Background: an optimization exercise with open tools, aiming at small area and a short achievable clock period. Do not read the settings as production practice. The RTL was checked by simulation tests, not by an equivalence proof against the original design. Power figures rest on the tool's default switching activity, not on a simulated workload.

==> flow/design.v <==
module rslt_writer #(
  parameter int DATA_WIDTH      = 16,
  parameter int COL_WIDTH       = 8,
  parameter int ROW_WIDTH       = 8,
  parameter int RSLT_ADDR_WIDTH = 12,
  parameter int POOL_BUF_DEPTH  = 128
) (
  input  logic                       clk,
  input  logic                       reset,
  input  logic                       start,
  input  logic                       pool_en,
  input  logic                       relu_en,
  input  logic [COL_WIDTH-1:0]       result_cols,
  input  logic [ROW_WIDTH-1:0]       result_rows,
  input  logic [RSLT_ADDR_WIDTH-1:0] base_addr,
  input  logic                       pix_valid,
  input  logic [DATA_WIDTH-1:0]      pix_data,
  output logic                       rslt_we,
  output logic [RSLT_ADDR_WIDTH-1:0] rslt_addr,
  output logic [DATA_WIDTH-1:0]      rslt_wdata,
  output logic                       busy,
  output logic                       done,
  output logic                       err_extra
);
  localparam int DW = DATA_WIDTH;
  logic                       start_d;
  logic                       pool_q;
  logic                       relu_q;
  logic [COL_WIDTH-1:0]       cols_q;
  logic [COL_WIDTH-1:0]       col_left;    
  logic [ROW_WIDTH-1:0]       row_left;    
  logic                       rpar;        
  logic signed [DW-1:0]       h_q;         
  logic                       first;       
  logic                       shift_q;
  logic                       idle;
  logic                       arm;
  logic                       run_acc;     
  logic                       lc, lr;      
  logic                       cpar;        
  logic                       wr_run;      
  logic                       a_lc, a_lr;  
  logic                       a_wr;        
  logic                       e_relu;
  logic [COL_WIDTH-1:0]       cl_dec;
  logic signed [DW-1:0]       x;
  logic signed [DW-1:0]       xr;
  logic signed [DW-1:0]       lb;
  logic signed [DW-1:0]       a;
  logic signed [DW-1:0]       pw;
  always_comb begin
    idle    = ~busy & ~done;
    arm     = idle & start & ~start_d;
    run_acc = busy & start & pix_valid;
    lc      = (col_left == '0);
    lr      = (row_left == '0);
    cpar    = cols_q[0] ^ col_left[0];
    cl_dec  = lc ? cols_q : col_left - 1'b1;
    wr_run  = run_acc & (~pool_q | (cpar & rpar));
    a_lc    = (result_cols == '0);
    a_lr    = (result_rows == '0);
    a_wr    = pix_valid & ~pool_en;
    e_relu  = arm ? relu_en : relu_q;
  end
  logic [6:0] g;    
  logic [64*DW-1:0] seg6;
  logic [32*DW-1:0] seg5;
  logic [16*DW-1:0] seg4;
  logic [8*DW-1:0]  seg3;
  logic [4*DW-1:0]  seg2;
  logic [2*DW-1:0]  seg1;
  logic [DW-1:0]    seg0;
  logic [DW-1:0]    in6, in5, in4, in3, in2, in1, in0, inf;
  always_comb begin
    in6 = h_q;
    in5 = g[6] ? seg6[64*DW-1 -: DW] : in6;
    in4 = g[5] ? seg5[32*DW-1 -: DW] : in5;
    in3 = g[4] ? seg4[16*DW-1 -: DW] : in4;
    in2 = g[3] ? seg3[8*DW-1  -: DW] : in3;
    in1 = g[2] ? seg2[4*DW-1  -: DW] : in2;
    in0 = g[1] ? seg1[2*DW-1  -: DW] : in1;
    inf = g[0] ? seg0                : in0;
  end
  always_ff @(posedge clk) begin
    if (shift_q) begin
      seg6 <= {seg6[63*DW-1:0], in6};
      seg5 <= {seg5[31*DW-1:0], in5};
      seg4 <= {seg4[15*DW-1:0], in4};
      seg3 <= {seg3[7*DW-1:0],  in3};
      seg2 <= {seg2[3*DW-1:0],  in2};
      seg1 <= {seg1[DW-1:0],    in1};
      seg0 <= in0;
      lb   <= inf;
    end
  end
  function automatic logic sgt(input logic [DW-1:0] a,
                               input logic [DW-1:0] b);
    logic [DW-1:0] ua, ub, gt, eq;
    integer w, i;
    begin
      ua = {~a[DW-1], a[DW-2:0]};
      ub = {~b[DW-1], b[DW-2:0]};
      gt = ua & ~ub;
      eq = ~(ua ^ ub);
      for (w = 1; w < DW; w = w * 2)
        for (i = 0; i + w < DW; i = i + 2 * w) begin
          gt[i] = gt[i + w] | (eq[i + w] & gt[i]);
          eq[i] = eq[i + w] & eq[i];
        end
      sgt = gt[0];
    end
  endfunction
  logic x_gt_lb, x_gt_h, lb_gt_h;
  always_comb begin
    x       = $signed(pix_data);
    xr      = (e_relu & x[DW-1]) ? '0 : x;
    x_gt_lb = sgt(x, lb);
    x_gt_h  = sgt(x, h_q);
    lb_gt_h = sgt(lb, h_q);
    a       = lb_gt_h ? lb : h_q;
    pw      = (x_gt_lb & x_gt_h) ? x : a;
  end
  always_ff @(posedge clk) begin
    if (arm) begin
      pool_q <= pool_en;
      relu_q <= relu_en;
      cols_q <= result_cols;
      g      <= 7'((result_cols - 1'b1) >> 1);
    end
    if (arm) begin
      col_left <= (pix_valid & ~a_lc) ? result_cols - 1'b1 : result_cols;
      row_left <= (pix_valid & a_lc) ? result_rows - 1'b1 : result_rows;
      rpar     <= pix_valid & a_lc;
    end else if (run_acc) begin
      col_left <= cl_dec;
      if (lc)
        row_left <= row_left - 1'b1;
      rpar     <= rpar ^ lc;
    end
    shift_q <= run_acc & pool_q & cpar;
    if (pix_valid)
      h_q <= (cpar & ~arm) ? (x_gt_h ? x : h_q) : xr;
    if (arm)
      first <= ~a_wr;
    else if (wr_run)
      first <= 1'b0;
  end
  always_ff @(posedge clk or negedge reset) begin
    if (!reset) begin
      start_d    <= 1'b0;
      rslt_we    <= 1'b0;
      rslt_addr  <= '0;
      rslt_wdata <= '0;
      busy       <= 1'b0;
      done       <= 1'b0;
      err_extra  <= 1'b0;
    end else begin
      start_d <= start;
      if (arm) begin
        busy       <= ~(pix_valid & a_lc & a_lr);
        done       <= pix_valid & a_lc & a_lr;
        err_extra  <= 1'b0;
        rslt_we    <= a_wr;
        rslt_addr  <= base_addr;
      end else begin
        busy       <= busy & start & ~(pix_valid & lc & lr);
        done       <= (run_acc & lc & lr) | (done & start);
        err_extra  <= err_extra | (pix_valid & ~busy);
        rslt_we    <= wr_run;
        if (wr_run)
          rslt_addr <= rslt_addr + {{(RSLT_ADDR_WIDTH-1){1'b0}}, ~first};
      end
      rslt_wdata <= (~arm & pool_q) ? pw : xr;
    end
  end
endmodule
clock: 8.0 ns
lec_check: 0
cap_margin: 20
core_margin: 2
core_utilization: 50
setup_slack_margin: 5
slew_margin: 20
tns_end_percent: 100
standard.sh (not shown) runs the stock make flow with config.mk's settings and CLKGATE_MAP_FILE= SYNTH_SCRIPT=/design/flow/synth_recipe.tcl, a recipe that flattens the netlist after the stock synthesis.
==> flow/flow/run.sh <==
#!/bin/bash
export CTS_ARGS="-sink_clustering_enable -repair_clock_nets -sink_clustering_size 25 -sink_clustering_max_diameter 60 -dont_use_dummy_load"
sed -e 's/SETUP_SLACK_MARGIN=[0-9.]*/SETUP_SLACK_MARGIN=5.2/' standard.sh > standard_m.sh
bash standard_m.sh > standard.log 2>&1
Next try:
==> flow/flow/run.sh (replaced) <==
#!/bin/bash
export CTS_ARGS="-sink_clustering_enable -repair_clock_nets -sink_clustering_size 25 -sink_clustering_max_diameter 60 -dont_use_dummy_load"
export PRE_IO_PLACEMENT_TCL="$PWD/flow/io.tcl"
sed -e 's/SETUP_SLACK_MARGIN=[0-9.]*/SETUP_SLACK_MARGIN=5.2 MATCH_CELL_FOOTPRINT=0/' standard.sh > standard_m.sh
bash standard_m.sh > standard.log 2>&1
==> flow/flow/io.tcl (new file) <==
# Keep every port but the clock on one stretch of the left edge, so the
# pixel inputs, the control inputs and the registered outputs sit close
# together and the short input-to-register and register-to-output paths
# stay short.
set names {}
foreach bt [[ord::get_db_block] getBTerms] {
  set n [$bt getName]
  if {$n ne "clk"} { lappend names $n }
}
set_io_pin_constraint -pin_names $names -region left:100-250
CORE_UTILIZATION = 57   (was 50)
=> Synthesized area is unchanged. Utilization grows by 7.6 points. Sequential power is about the same. Clock-buffer cell count rises by 15. Register-to-register slack is better by 0.02 ns. Final cell count decreases by 3.3%. Flip-flop and latch count does not change. Global-route usage went up by 1.5 points.

Setup of run A:
// rslt_writer: RTL as listed in full above, without the edits since
export LEC_CHECK = 0
export CAP_MARGIN = 20
export CORE_MARGIN = 2
export CORE_UTILIZATION = 50
export SETUP_SLACK_MARGIN = 5
export SLEW_MARGIN = 20
export TNS_END_PERCENT = 100
create_clock -name core_clock -period 8.0 [get_ports {clk}]
==> flow/flow/run.sh <==
#!/bin/bash
export CTS_ARGS="-sink_clustering_enable -repair_clock_nets -sink_clustering_size 25 -sink_clustering_max_diameter 60 -dont_use_dummy_load"
sed -e 's/SETUP_SLACK_MARGIN=[0-9.]*/SETUP_SLACK_MARGIN=5.2 MATCH_CELL_FOOTPRINT=0/' standard.sh > standard_m.sh
bash standard_m.sh > standard.log 2>&1
Edits applied to the flow inputs when going from run A to run B:
- changing CORE_UTILIZATION from 50 to 57
--- a/flow/flow/run.sh
+++ b/flow/flow/run.sh
@@ -2,0 +3 @@
+export PRE_IO_PLACEMENT_TCL="$PWD/flow/io.tcl"
==> flow/flow/io.tcl (new file) <==
# Keep every port but the clock on one stretch of the left edge, so the
# pixel inputs, the control inputs and the registered outputs sit close
# together and the short input-to-register and register-to-output paths
# stay short.
set names {}
foreach bt [[ord::get_db_block] getBTerms] {
  set n [$bt getName]
  if {$n ne "clk"} { lappend names $n }
}
set_io_pin_constraint -pin_names $names -region left:130-220
[summary]
Tool error PPL-0111 stopped run B during I/O pin placement (3_2_place_iop); no final results. Summary of run B over run A: sequential-to-total area share from yosys stat roughly the same, async set-reset flop share out of synthesis roughly the same, number of nets in the synthesized netlist roughly the same.
What run C does differently from run B at the input level:
--- a/flow/flow/run.sh
+++ b/flow/flow/run.sh
@@ -4 +4 @@
-sed -e 's/SETUP_SLACK_MARGIN=[0-9.]*/SETUP_SLACK_MARGIN=5.2 MATCH_CELL_FOOTPRINT=0/' standard.sh > standard_m.sh
+sed -e 's/SETUP_SLACK_MARGIN=[0-9.]*/SETUP_SLACK_MARGIN=5.3 MATCH_CELL_FOOTPRINT=0/' standard.sh > standard_m.sh
--- a/flow/flow/io.tcl
+++ b/flow/flow/io.tcl
@@ -10 +10 @@
-set_io_pin_constraint -pin_names $names -region left:130-220
+set_io_pin_constraint -pin_names $names -region left:100-250
Results
- Diff run C..run B | overall die height | unchanged
- The synthesized area on run B is in line with that on run C.
- Run C went all the way through the flow, and no timing, DRC or antenna check failed.
- Run B failed in I/O pin placement (3_2_place_iop) with PPL-0111.
- Comparing run B against run C, there is no change at all in xor/xnor share of the synthesized area.
- As far as mean post-synth cell area goes, run B and run C are indistinguishable; the numbers are identical.
- Sequential cell area fraction in the yosys report of run B is on par with run C.
The following lists how run D was set up differently from run C:
- a change of CORE_UTILIZATION from 57 to 60
--- a/flow/flow/run.sh
+++ b/flow/flow/run.sh
@@ -4 +4 @@
-sed -e 's/SETUP_SLACK_MARGIN=[0-9.]*/SETUP_SLACK_MARGIN=5.3 MATCH_CELL_FOOTPRINT=0/' standard.sh > standard_m.sh
+sed -e 's/SETUP_SLACK_MARGIN=[0-9.]*/SETUP_SLACK_MARGIN=5.2 MATCH_CELL_FOOTPRINT=0/' standard.sh > standard_m.sh
Notes after the runs:
- Re portion of the clock cycle consumed by the worst path in the final layout: run D and run C aren't equal, and the lower value belongs to run D.
- Taking run C as the reference, in run D highest achievable clock rate up 2.4 MHz, total power of the final layout down about 0.4%, die boundary height down 2.5%, wire length after detailed routing up 2.6%, filler cell count down 682.
- Against run C, number of setup buffers added after CTS in run D fell by more than 10%.
- Taking run C as the reference, in run D vias per cell rose 2.3%; global-route wire length before repair went up 1.7%.
Setup changes, run D to run E
- CORE_UTILIZATION: 60 -> 57
--- a/flow/flow/run.sh
+++ b/flow/flow/run.sh
@@ -4 +4 @@
-sed -e 's/SETUP_SLACK_MARGIN=[0-9.]*/SETUP_SLACK_MARGIN=5.2 MATCH_CELL_FOOTPRINT=0/' standard.sh > standard_m.sh
+sed -e 's/SETUP_SLACK_MARGIN=[0-9.]*/SETUP_SLACK_MARGIN=5.4/' standard.sh > standard_m.sh
[summary]
No stage failed in run E, and the final checks on the layout all came back clean.
In the final reports, the cell area of run E is larger than that of run D.
Summary of run E over run D: post-CTS setup repair buffer count now sits higher; overall global routing resource usage lost 1.1 points.
Per the comparison of run E with run D, number of inserted filler cells in the final layout rose about 9%, leakage power rose 0.094 nW.

port drivers added, routing unchanged:
The results above use ideal ports. As a check the final layouts listed here were re-extracted and re-timed, cells and wires unchanged. Step 1 assumes that a clkbuf_16 drives the clock port and a buf_2 every other input. Step 2 adds t to the input delays and takes it off the output delays; t is the mean of the earliest and latest rising clock arrival at the registers after step 1. Input paths then give back, and output paths get back, about the clock's delay inside the block. Three values: ideal ports, drivers, drivers and shift; two values: the first two.
run | shift t [ns] | setup WS [ns] | hold slack, ns | latest minus earliest clock arrival (ns) | pins driven straight from the clock port
the first run of note 1 | 0.777 | 5.011 / 4.935 / 4.352 | 0.382 / 0.382 / 0.382 | 0.090 / 0.089 | 1
the second run of note 1 | 0.778 | 5.078 / 5.003 / 4.481 | 0.382 / 0.382 / 0.382 | 0.075 / 0.075 | 1
run A | 0.778 | 5.006 / 4.931 / 4.343 | 0.379 / 0.379 / 0.379 | 0.090 / 0.090 | 1
run C | 0.780 | 5.080 / 5.004 / 4.439 | 0.382 / 0.382 / 0.382 | 0.073 / 0.072 | 1
run D | 0.770 | 5.100 / 5.029 / 4.420 | 0.378 / 0.378 / 0.378 | 0.077 / 0.077 | 1
run E | 0.780 | 5.069 / 4.994 / 4.489 | 0.382 / 0.382 / 0.382 | 0.072 / 0.072 | 1
After both steps every run listed still meets setup and hold. The setup slack of run D, which loses most, moves by -0.071 ns with the drivers and by -0.680 ns with both steps.
